This is an optimization exercise on Yosys and OpenROAD, whose aim is small area and few clock cycles, not a production implementation.
In this exercise RTL edits were held to simulation tests only and were not proved equivalent to the original.

build 8:
Design windowed_temperature_stability_detector_top, start of the top module:
module windowed_temperature_stability_detector_top (
  input  wire                clk,
  input  wire                rst_n,
  input  wire                cfg_we,
  input  wire  [1:0]         cfg_index,
  input  wire  [15:0]        cfg_wdata,
  input  wire                in_valid,
  output logic               in_stall,
  input  wire                in_command,
  input  wire  signed [15:0] in_temperature,
  output logic               out_valid,
  input  wire                out_stall,
  output logic               out_stable,
  output logic signed [15:0] out_stable_temperature,
  output logic signed [15:0] out_window_mean,
  output logic               out_window_full,
  output logic               out_near_setpoint,
  output logic               out_low_spread
);
Size in the first run: ~2800 cells after synthesis, about 27000 sq um of cells after synthesis.
clock: 8.5 ns
lec_check: 0
abc_area: 1
cap_margin: 20
core_margin: 2
core_utilization: 75
cts_buf_list: sky130_fd_sc_hd__clkbuf_8
cts_cluster_diameter: 60
cts_cluster_size: 15
slew_margin: 20
standard.sh (not shown) runs the stock make flow with config.mk's settings and CLKGATE_MAP_FILE= SYNTH_SCRIPT=/design/flow/synth_recipe.tcl, a recipe that flattens the netlist after the stock synthesis.
==> flow/flow/run.sh <==
#!/bin/bash
# Own layout flow: the standard flow, with three changes.
#  1. Synthesis is the standard script (synth_recipe.tcl and ORFS synth.tcl),
#     except that the quick ABC pass of Yosys's fine step is skipped (so
#     that the full-adder extraction sees the adder trees as written) and
#     the final ABC mapping uses flow/abc_area_nosize.script (area mapping
#     without ABC's own gate sizing); the registers are the same as in the
#     standard synthesis.
#  2. After synthesis, faflip.py flips the polarity of full-adder and xor
#     cells where that removes inverters, leaving every register and every
#     port function as synthesized.
#  3. Port buffers use buf_1 and the clock tree skips dummy loads.
# Each step writes its full output to a log file in this folder.
set -euo pipefail
RES=$PWD/orfs/results/$FLOW_PLATFORM/windowed_temperature_stability_detector_top/base
ABCS=$PWD/flow/abc_area_nosize.script
sed 's#^  log_cmd abc {\*}$abc_args$#  set abc_args [lreplace $abc_args 1 1 '"$ABCS"']\n  log_cmd abc {*}$abc_args#' \
  "$FLOW_HOME/scripts/synth.tcl" | \
  sed 's#^  synth -top $::env(DESIGN_NAME) -run fine: {\*}$synth_full_args$#  synth -top $::env(DESIGN_NAME) -run fine: -noabc {*}$synth_full_args#' > synth_own.tcl
grep -q "$ABCS" synth_own.tcl
grep -q -- "-run fine: -noabc" synth_own.tcl
sed 's#^source $::env(SCRIPTS_DIR)/synth.tcl$#source '"$PWD"'/synth_own.tcl#' synth_recipe.tcl > synth_recipe_own.tcl
grep -q "synth_own.tcl" synth_recipe_own.tcl
bash standard.sh "SYNTH_SCRIPT=$PWD/synth_recipe_own.tcl" "$RES/1_2_yosys.v" > 1_synth.log 2>&1
cp "$RES/1_2_yosys.v" 1_2_yosys_synth.v
python3 flow/faflip.py 1_2_yosys_synth.v "$RES/1_2_yosys.v" > faflip.log 2>&1
touch "$RES/1_2_yosys.v"
bash standard.sh \
  "SYNTH_SCRIPT=$PWD/synth_recipe_own.tcl" \
  "BUFFER_PORTS_ARGS=-buffer_cell sky130_fd_sc_hd__buf_1" \
  "CTS_ARGS=-sink_clustering_enable -repair_clock_nets -buf_list sky130_fd_sc_hd__clkbuf_8 -sink_clustering_size 15 -sink_clustering_max_diameter 60 -dont_use_dummy_load" \
  finish > 2_layout.log 2>&1
==> flow/flow/abc_area_nosize.script <==
strash
dch
map -B 0.9
topo
stime -c
buffer -c
dnsize -c
Other scripts of this flow, unchanged in this note and not shown: flow/flow/faflip.py
| build 8 | all stages done | FAIL | setup timing |
Testbench counts of build 8, summed over its fixed seeds: cycles 24,016.
Changes in build 48 relative to build 8:
- swapping 75 for 65 in CORE_UTILIZATION
==> flow/flow/run.sh <==
#!/bin/bash
# Own layout flow: the standard flow, with two changes.
#  1. After the standard synthesis, faflip.py flips the polarity of full-adder
#     cells where that removes inverters (a full adder is self-dual), leaving
#     every register and every port function as synthesized.
#  2. Port buffers use buf_1 and the clock tree skips dummy loads.
# Each step writes its full output to a log file in this folder.
set -euo pipefail
RES=$PWD/orfs/results/$FLOW_PLATFORM/windowed_temperature_stability_detector_top/base
bash standard.sh "$RES/1_2_yosys.v" > 1_synth.log 2>&1
cp "$RES/1_2_yosys.v" 1_2_yosys_standard.v
python3 flow/faflip.py 1_2_yosys_standard.v "$RES/1_2_yosys.v" > faflip.log 2>&1
touch "$RES/1_2_yosys.v"
bash standard.sh \
  "BUFFER_PORTS_ARGS=-buffer_cell sky130_fd_sc_hd__buf_1" \
  "CTS_ARGS=-sink_clustering_enable -repair_clock_nets -buf_list sky130_fd_sc_hd__clkbuf_8 -sink_clustering_size 15 -sink_clustering_max_diameter 60 -dont_use_dummy_load" \
  finish > 2_layout.log 2>&1
removed: flow/flow/abc_area_nosize.script
[summary]
Build 48 did not stop at any stage, and its layout met the timing, design-rule and antenna checks.
Any difference in synthesized area divided by synthesized cell count between build 48 and build 8 is small enough to ignore.
Diff build 8 -> build 48: data arrival time of the critical path lost 0.71 ns; final cycle utilization of the critical path down 8.6 points; worst setup timing slack at the placement stage increased 0.60 ns; design area fell about 0.5%.
Build 48 vs. build 8: detailed-routing wirelength on met1 went down by about 2%.
The following lists how build 69 was set up differently from build 48:
==> flow/flow/run.sh <==
#!/bin/bash
# Own layout flow: the standard flow, with three changes.
#  1. Synthesis is the standard script (synth_recipe.tcl and ORFS synth.tcl),
#     except that the final ABC mapping uses flow/abc_area_nosize.script
#     (area mapping without ABC's own gate sizing); the registers are the
#     same as in the standard synthesis.
#  2. After synthesis, faflip.py flips the polarity of full-adder and xor
#     cells where that removes inverters, leaving every register and every
#     port function as synthesized.
#  3. Port buffers use buf_1 and the clock tree skips dummy loads.
# Each step writes its full output to a log file in this folder.
set -euo pipefail
RES=$PWD/orfs/results/$FLOW_PLATFORM/windowed_temperature_stability_detector_top/base
ABCS=$PWD/flow/abc_area_nosize.script
sed 's#^  log_cmd abc {\*}$abc_args$#  set abc_args [lreplace $abc_args 1 1 '"$ABCS"']\n  log_cmd abc {*}$abc_args#' \
  "$FLOW_HOME/scripts/synth.tcl" > synth_own.tcl
grep -q "$ABCS" synth_own.tcl
sed 's#^source $::env(SCRIPTS_DIR)/synth.tcl$#source '"$PWD"'/synth_own.tcl#' synth_recipe.tcl > synth_recipe_own.tcl
grep -q "synth_own.tcl" synth_recipe_own.tcl
bash standard.sh "SYNTH_SCRIPT=$PWD/synth_recipe_own.tcl" "$RES/1_2_yosys.v" > 1_synth.log 2>&1
cp "$RES/1_2_yosys.v" 1_2_yosys_synth.v
python3 flow/faflip.py 1_2_yosys_synth.v "$RES/1_2_yosys.v" > faflip.log 2>&1
touch "$RES/1_2_yosys.v"
bash standard.sh \
  "SYNTH_SCRIPT=$PWD/synth_recipe_own.tcl" \
  "BUFFER_PORTS_ARGS=-buffer_cell sky130_fd_sc_hd__buf_1" \
  "CTS_ARGS=-sink_clustering_enable -repair_clock_nets -buf_list sky130_fd_sc_hd__clkbuf_8 -sink_clustering_size 15 -sink_clustering_max_diameter 60 -dont_use_dummy_load" \
  finish > 2_layout.log 2>&1
==> flow/flow/abc_area_nosize.script (new file) <==
strash
dch
map -B 0.9
topo
stime -c
buffer -c
dnsize -c
==> results.txt <==
- Build 48 vs build 69, first element of the critical path: out_stall vs sum_r[4]
- When build 69 is measured against build 48, its share of the clock period used by the worst path after layout turns out 0.96 points higher.
- Via count of the first global-routing pass delta (build 48 -> build 69): insignificant
- [compare] base=build 48 new=build 69: fraction of area in registers saw little to no change; worst-case setup slack after placement saw little to no change; sum of met3 wire segment lengths after detailed routing saw a decrease.
- Build 48 reports its worst setup path endpoint as spr_r[37] while build 69 reports out_stable_temperature[5].
- From build 48 to build 69 the numbers moved as follows: overall die area now sits lower.
--- input diff build 69..build 52 ---
- CORE_UTILIZATION changed from 65 to 75
Results
- Build 52 against build 69; count of cell instances traversed by the critical path is up by more than a quarter.
- As of build 52, maximum frequency had fallen by a few percent compared to build 69.
- Changes observed in build 52 relative to build 69: iteration count of the initial detailed-routing pass rose 1, global-route usage over all layers now larger, non-clock buffering overhead in the final layout moved down, number of fill cells went down by 912.
- Cmp build 69 and build 52 / first-pass GRT wire length / higher: build 52
Input changes introduced in build 53 (baseline for comparison: build 52):
- CORE_UTILIZATION now 65, was 75
==> flow/flow/abc_area_nosize.script <==
strash
dch
map -B 0.9
topo
stime -c
Notes after the runs:
Build 53: flow completed, timing, DRC and antenna clean
In summary, build 52 completed successfully, with a layout that passed the timing, design-rule and antenna checks.
Wire length of build 53 falls short of that of build 52 by a few percent.
Build 52 has a lower area of the die than build 53.
Against build 52, build 53 comes in 0.03 ns higher on endpoint required time on the critical path.
Compared build 53 vs build 52, and sequential share of layout area is down in build 53.
[compare] base=build 52 new=build 53: number of standard cells after synthesis decreased 4.3%; starting density of the core fell by 9.7 points.
Compared with build 52, build 53 shows a shortest period the worst path allows that is 0.14 ns lower.

## afterwards: timing with drivers on the ports
The flow's constraints put no driver on any port. The routed layouts listed below were extracted and timed again, unchanged, in two steps. Step 1: set_driving_cell puts a clkbuf_16 on clk and a buf_2 on each other input, an assumption about the parent block. Step 2 also shifts input and output timing later by t, the mid clock arrival at the registers, as if the neighbouring blocks saw the same clock. a / b / c = ideal ports / drivers / drivers and shift; a / b = the first two.
run | t (ns) | setup WS [ns] | slew at the worst register clock pin (ns) | cell pins on the clock port's net
build 8 | 0.650 | -0.007 / 0.029 / -0.622 | 0.10 / 0.10 | 1
build 48 | 0.648 | 0.725 / 0.759 / 0.111 | 0.10 / 0.10 | 1
build 69 | 0.650 | 0.644 / 0.591 / 0.169 | 0.10 / 0.10 | 1
build 52 | 0.642 | 0.441 / 0.465 / -0.177 | 0.10 / 0.10 | 1
build 53 | 0.665 | 0.580 / 0.602 / -0.063 | 0.10 / 0.10 | 1
Met with ideal ports but missed after step 2: setup timing in build 52 and build 53. For build 53, which loses most, drivers alone change the setup slack by +0.022 ns; drivers and shift together by -0.643 ns.
